This design comes from an exercise in tuning for small area and a short achievable clock period on the open sky130 flow, not from production work.
In this exercise RTL edits were held to simulation tests only and were not proved equivalent to the original.

==> flow/design.v, too long to show whole: its modules and the start of the top module <==
// module pe_fa: 10 lines
// module pe_fma_pre: 35 lines
// module pe_fma_core: 2828 lines
// module pe_pipelined: 157 lines
module pe_pipelined #(
    parameter int unsigned W_DEPTH = 4,
    parameter int unsigned PIPE    = 2,
    localparam int unsigned ADDR_W = (W_DEPTH > 1) ? $clog2(W_DEPTH) : 1
) (
    input  logic              clk,
    input  logic              reset,
    input  logic              load_cfg,
    input  logic [2:0]        load_op,
    input  logic              load_wen,
    input  logic [ADDR_W-1:0] load_addr,
    input  logic [31:0]       load_data,
    input  logic              in_valid,
    output logic              in_ready,
    input  logic [31:0]       a,
    input  logic [31:0]       b,
    input  logic [31:0]       c,
    output logic              out_valid,
    input  logic              out_ready,
    output logic [31:0]       out_data,
    output logic              busy
);
  // ...
==> flow/run.sh <==
#!/bin/bash
# synth_recipe.tcl (not shown) runs the flow's synth.tcl, then flattens the netlist and writes it again
# the make line also repeats each setting of config.mk as NAME=value (left out here)
make -C /OpenROAD-flow-scripts/flow DESIGN_CONFIG=/design/flow/config.mk WORK_HOME=/design/flow/orfs CLKGATE_MAP_FILE= SYNTH_SCRIPT=/design/flow/synth_recipe.tcl finish
==> flow/config.mk <==
export PLATFORM = sky130hd
export DESIGN_NAME = pe_pipelined
export DESIGN_NICKNAME = pe_pipelined
export VERILOG_FILES = /design/flow/design.v
export SDC_FILE = /design/flow/constraint.sdc
export NUM_CORES = 4
export LEC_CHECK = 0
export ABC_AREA = 1
export CAP_MARGIN = 20
export CORE_MARGIN = 2
export CORE_UTILIZATION = 40
export SLEW_MARGIN = 20
export SYNTH_HIERARCHICAL = 1
==> flow/constraint.sdc <==
create_clock -name core_clock -period 30.0 [get_ports {clk}]
set_input_delay 6.0000 -clock core_clock [delete_from_list [all_inputs] [get_ports {clk}]]
set_output_delay 6.0000 -clock core_clock [all_outputs]
set_load 0.01 [all_outputs]
==> impl_metrics.json, run 1 <==
{
  "fin_cells": 8069,
  "numCtsBuffers": 26,
  "gp_congestion": 1.01,
  "yosysSeqAreaShare_pct": 17.5,
  "antenna_found_initial": 0,
  "largest_cell_class": "multi-input combinational cells",
  "final-setup-viol-count": 0,
  "tightest_slew_ns": 1.29,
  "vias": 46000,
  "grt_pass1_vias": 45300,
  "drt-initial-drc-count": 5068,
  "largest_reg_flops": 128,
  "dp_cells": 8021,
  "area_growth_syn_to_layout_pct": 6.95,
  "top_usage_layer": "met2",
  "wl_met3_mm": 15.5,
  "fmax_ghz": 0.0569,
  "synth_area_leader_cell": "fa_1",
  "clk_share_pct": 1.73,
  "num-nonclk-buffers": 267,
  "worstRegToRegCells": 80,
  "critPathSlowestCell": "nand2_4",
  "inv_count": 706,
  "top_layer_used": "met4",
  "ys_top_cells_by_area": "fa_1 (23%), nand2_1 (19%), edfxtp_1 (17%), nand3_1 (11%), inv_1 (5.5%)",
  "holdBufCountCts": 0,
  "run_status": "timing/DRC/antenna clean",
  "placed_area_sq_um": 48100,
  "drt-met1-wl_mm": 73.9,
  "ios": 174,
  "final_max_slew_viol_count": 0,
  "synthMuxAreaShare_pct": 0.0219,
  "path_buf_inv": 15
}
==> inputs of run 2 (changes only) <==
==> flow/flow/run.sh (new file) <==
#!/bin/bash
# Standard layout (the standard.sh: ORFS synthesis through final routing), with the timing
# repair steps asked to keep a setup margin, so that they keep improving the worst path below
# the 30 ns clock. Clock, I/O delays and all other constraints are the design's own.
set -euo pipefail
export SETUP_SLACK_MARGIN=14
export TNS_END_PERCENT=10
bash standard.sh > standard_make.log 2>&1
==> flow/standard.sh (new file) <==
#!/bin/bash
# synth_recipe.tcl (not shown) runs the flow's synth.tcl, then flattens the netlist and writes it again
# the make line also repeats each setting of config.mk as NAME=value (left out here)
make -C /OpenROAD-flow-scripts/flow DESIGN_CONFIG=/design/flow/config.mk WORK_HOME=/design/flow/orfs CLKGATE_MAP_FILE= SYNTH_SCRIPT=/design/flow/synth_recipe.tcl "${@:-finish}"
removed: flow/run.sh
==> impl_metrics.json, run 2 <==
{
  "finClkSkew_ns": 0.0247,
  "yosysTopAreaCellShare_pct": 23.3,
  "drc": 0,
  "slew_headroom_pct": 13.9,
  "numCtsBuffers": 26,
  "core_area_sq_um": 114000,
  "fmax_ghz": 0.0656,
  "syn_nets": 7403,
  "hp-class": "flip-flop to flip-flop",
  "h-tree-depth": 1,
  "cp_max_fo": 31,
  "ys_ff_latch": 269,
  "vias": 46100,
  "finalWirelength_mm": 190,
  "final-setup-viol-count": 0,
  "start_kind": "flip-flop",
  "clockBufferDepth": 3,
  "cp-end-kind": "flip-flop",
  "syn_area_sq_um": 45700,
  "vias_per_cell": 5.70,
  "ant_nets": 0,
  "cts_tree": "yes",
  "globalRouteMet2Util_pct": 52.1,
  "first_pass_iters": 8,
  "largest_reg_flops": 128,
  "holdBufCountCts": 0,
  "ios": 174,
  "path_buf_inv": 11,
  "postLayoutCellArea_sq_um": 49300,
  "nFillCells": 12000,
  "fin_crit_ns": 15.24,
  "layout.cells.most_common_list": "nand2_1 (2369), nand3_1 (992), inv_1 (671), fa_1 (533), nor2_1 (422)",
  "row_count": 124,
  "placed_area_sq_um": 48100,
  "fin_crit_sh_pct": 50.8,
  "synthTopCellsByCount": "nand2_1 (2372), nand3_1 (992), inv_1 (673), fa_1 (533), nor2_1 (435)",
  "yosys_most_used_dff": "edfxtp_1",
  "drt-initial-drc-count": 5310,
  "top_usage_layer": "met2",
  "rsz0062_at_grt": "true",
  "fp.dieW_um": 342,
  "hold_viol": 0,
  "portBuffers": 173,
  "use_met3_pct": 5.33,
  "fin_setup_tns_ns": 0,
  "cp_top_family": "simple AND/OR/NAND/NOR gates",
  "die_y_um": 342,
  "synth_area_leader_cell": "fa_1",
  "final_max_slew_viol_count": 0,
  "yosys_warnings": 9,
  "met1_usage_pct": 40.2,
  "dieArea_sq_um": 117000,
  "detail_route.wl_per_cell_um": 23.5,
  "top_register": "wbank",
  "grt_overflow_total": 0,
  "critPathSlowestCell": "nor2_2",
  "run_status": "timing/DRC/antenna clean",
  "ys_top_cells_by_area": "fa_1 (23%), nand2_1 (19%), edfxtp_1 (17%), nand3_1 (11%), inv_1 (5.5%)",
  "cp.required_ns": 30.22,
  "drive_gt1_share_pct": 4.97,
  "async_flop_share_pct": 5.20,
  "yosysSeqAreaShare_pct": 17.5,
  "final_common_cell": "nand2_1",
  "synth.distinct_cells": 72,
  "root_buffer": "clkbuf_16",
  "cp.arrival_ns": 15.46,
  "synth_edf_count": 255,
  "cp_common_cell": "nand2_1",
  "grt_pass1_wl_mm": 282,
  "gp_congestion": 1.01,
  "final_nets": 7343,
  "cpPeakStageDelay_ns": 0.69,
  "hpwl_mm": 145,
  "max_cap_viol_count": 0,
  "clkSinkCount": 269,
  "synth_cells": 6614,
  "diodes": 0,
  "largestRegisters": "wbank x128, dat x32, s1_z x32",
  "track_usage_pct": 31.7,
  "tightest_slew_ns": 1.28,
  "antenna_found_initial": 0,
  "start_util_pct": 40.2,
  "critical_path_class": "flip-flop to flip-flop",
  "syn_area_per_cell_sq_um": 6.92,
  "clk_latency_ns": 0.58,
  "grt_max_degree": 107,
  "grt_pass1_vias": 45400,
  "clk_pin_slew_ns": 0.07,
  "area_growth_syn_to_layout_pct": 7.77,
  "yosysMostFrequentCell": "nand2_1"
}
-- run 2: cell counts after synthesis --
No cell type changed its count.
-- run 2: cell type report --
class                           count  area [sq um]  area share [%]
Multi-Input combinational cell   5271         33200            67.4
Clock inverter                     15           159           0.322
Inverter                          706          2700            5.47
Tap cell                         1512          1890            3.84
Timing Repair inverter              2          15.0          0.0305
Clock buffer                       33           687            1.39
Sequential cell                   269          8010            16.3
Timing Repair Buffer              278          2610            5.30
-- run 2: worst paths after layout --
path / slack (ns) / cells past startpoint / from / end
worst max-delay path: 14.76 / 65 / s1_my[14]$_DFFE_PP_ / s1_z[7]$_DFFE_PP_
max in group asynchronous: 23.68 / 2 / reset / wptr[0]$_DFFE_PP0P_
worst min-delay path: 0.47 / 2 / wvalid[3]$_DFFE_PP0P_ / wvalid[3]$_DFFE_PP0P_
worst max register to register: 14.76 / 65 / s1_my[14]$_DFFE_PP_ / s1_z[7]$_DFFE_PP_
min in group asynchronous: 5.83 / 2 / reset / wvalid[1]$_DFFE_PP0P_
worst min register to register: 0.47 / 2 / wvalid[3]$_DFFE_PP0P_ / wvalid[3]$_DFFE_PP0P_
-- run 2: worst min-delay path: stages (launching register included) --
cell and delay, ns:
dfrtp_1 0.33, inv_1 0.05, o21ai_0 0.06
-- run 2: kinds of logic after synthesis --
family	after synthesis	share of synthesized area, %
DFF	269	17.5
adders and majority gates	650	26.5
and+or+nand+nor	4071	38.1
AOI/OAI and AO/OA	464	5.91
buffers and inverters	1078	10.4
xor gates and xnor gates	81	1.55
muxes	1	0.0219
-- run 2: metrics by stage --
step                util (%)  worst slack (ns)  hold slack [ns]  instances
finish                  43.3             14.76            0.469       8086
global route            43.3             13.92            0.509       8086
CTS                     43.0             14.07            0.467       8071
detailed placement      42.2             13.00            0.451       8021
global placement        42.2             12.99            0.440       8021
floorplan                  -             17.59            0.427       6614
-- run 2: Yosys stat by module, one instance, submodules excluded --
| module | copies in the design | flops+latches | cells |
|---|---|---|---|
| pe_fa | 529 | 0 | 1 |
| pe_fma_core | 1 | 0 | 4781 |
| pe_fma_pre | 1 | 0 | 207 |
| pe_pipelined | 1 | 269 | 1097 |
-- run 2: what timing repair did --
item	4_1_cts	5_1_grt
cloned	2	5
setup endpoints to repair	60	62
buffers inserted	0	10
pin swaps	1	1
gates resized for setup	12	51
-- run 2: per-layer routing --
metal / routed length, um / share of wire, %
met4: 11400 / 6.0
met5: 0 / 0
met2: 87700 / 46
met1: 75000 / 40
met3: 15700 / 8.3

[what the ideal ports hide]
How much do the figures lean on ideal ports? The routed layouts below were timed once more, with nothing changed but the port constraints.
Step 1 assumes that a clkbuf_16 drives the clock port and a buf_2 every other input.
Step 2 adds t to the input delays and takes it off the output delays; t is the mean of the earliest and latest rising clock arrival at the registers after step 1. Input paths then give back, and output paths get back, about the clock's delay inside the block.
a / b / c = no drivers / after step 1 / after step 2; a / b = the first two.
run	t (ns)	setup slack, ns	hold WS [ns]	worst slew at a driven data input, ns
run 1	0.623	12.440 / 12.440 / 12.440	0.469 / 0.469 / 0.469	0.07
run 2	0.621	14.762 / 14.762 / 14.762	0.469 / 0.469 / 0.469	0.07
After both steps every run listed still meets setup and hold.
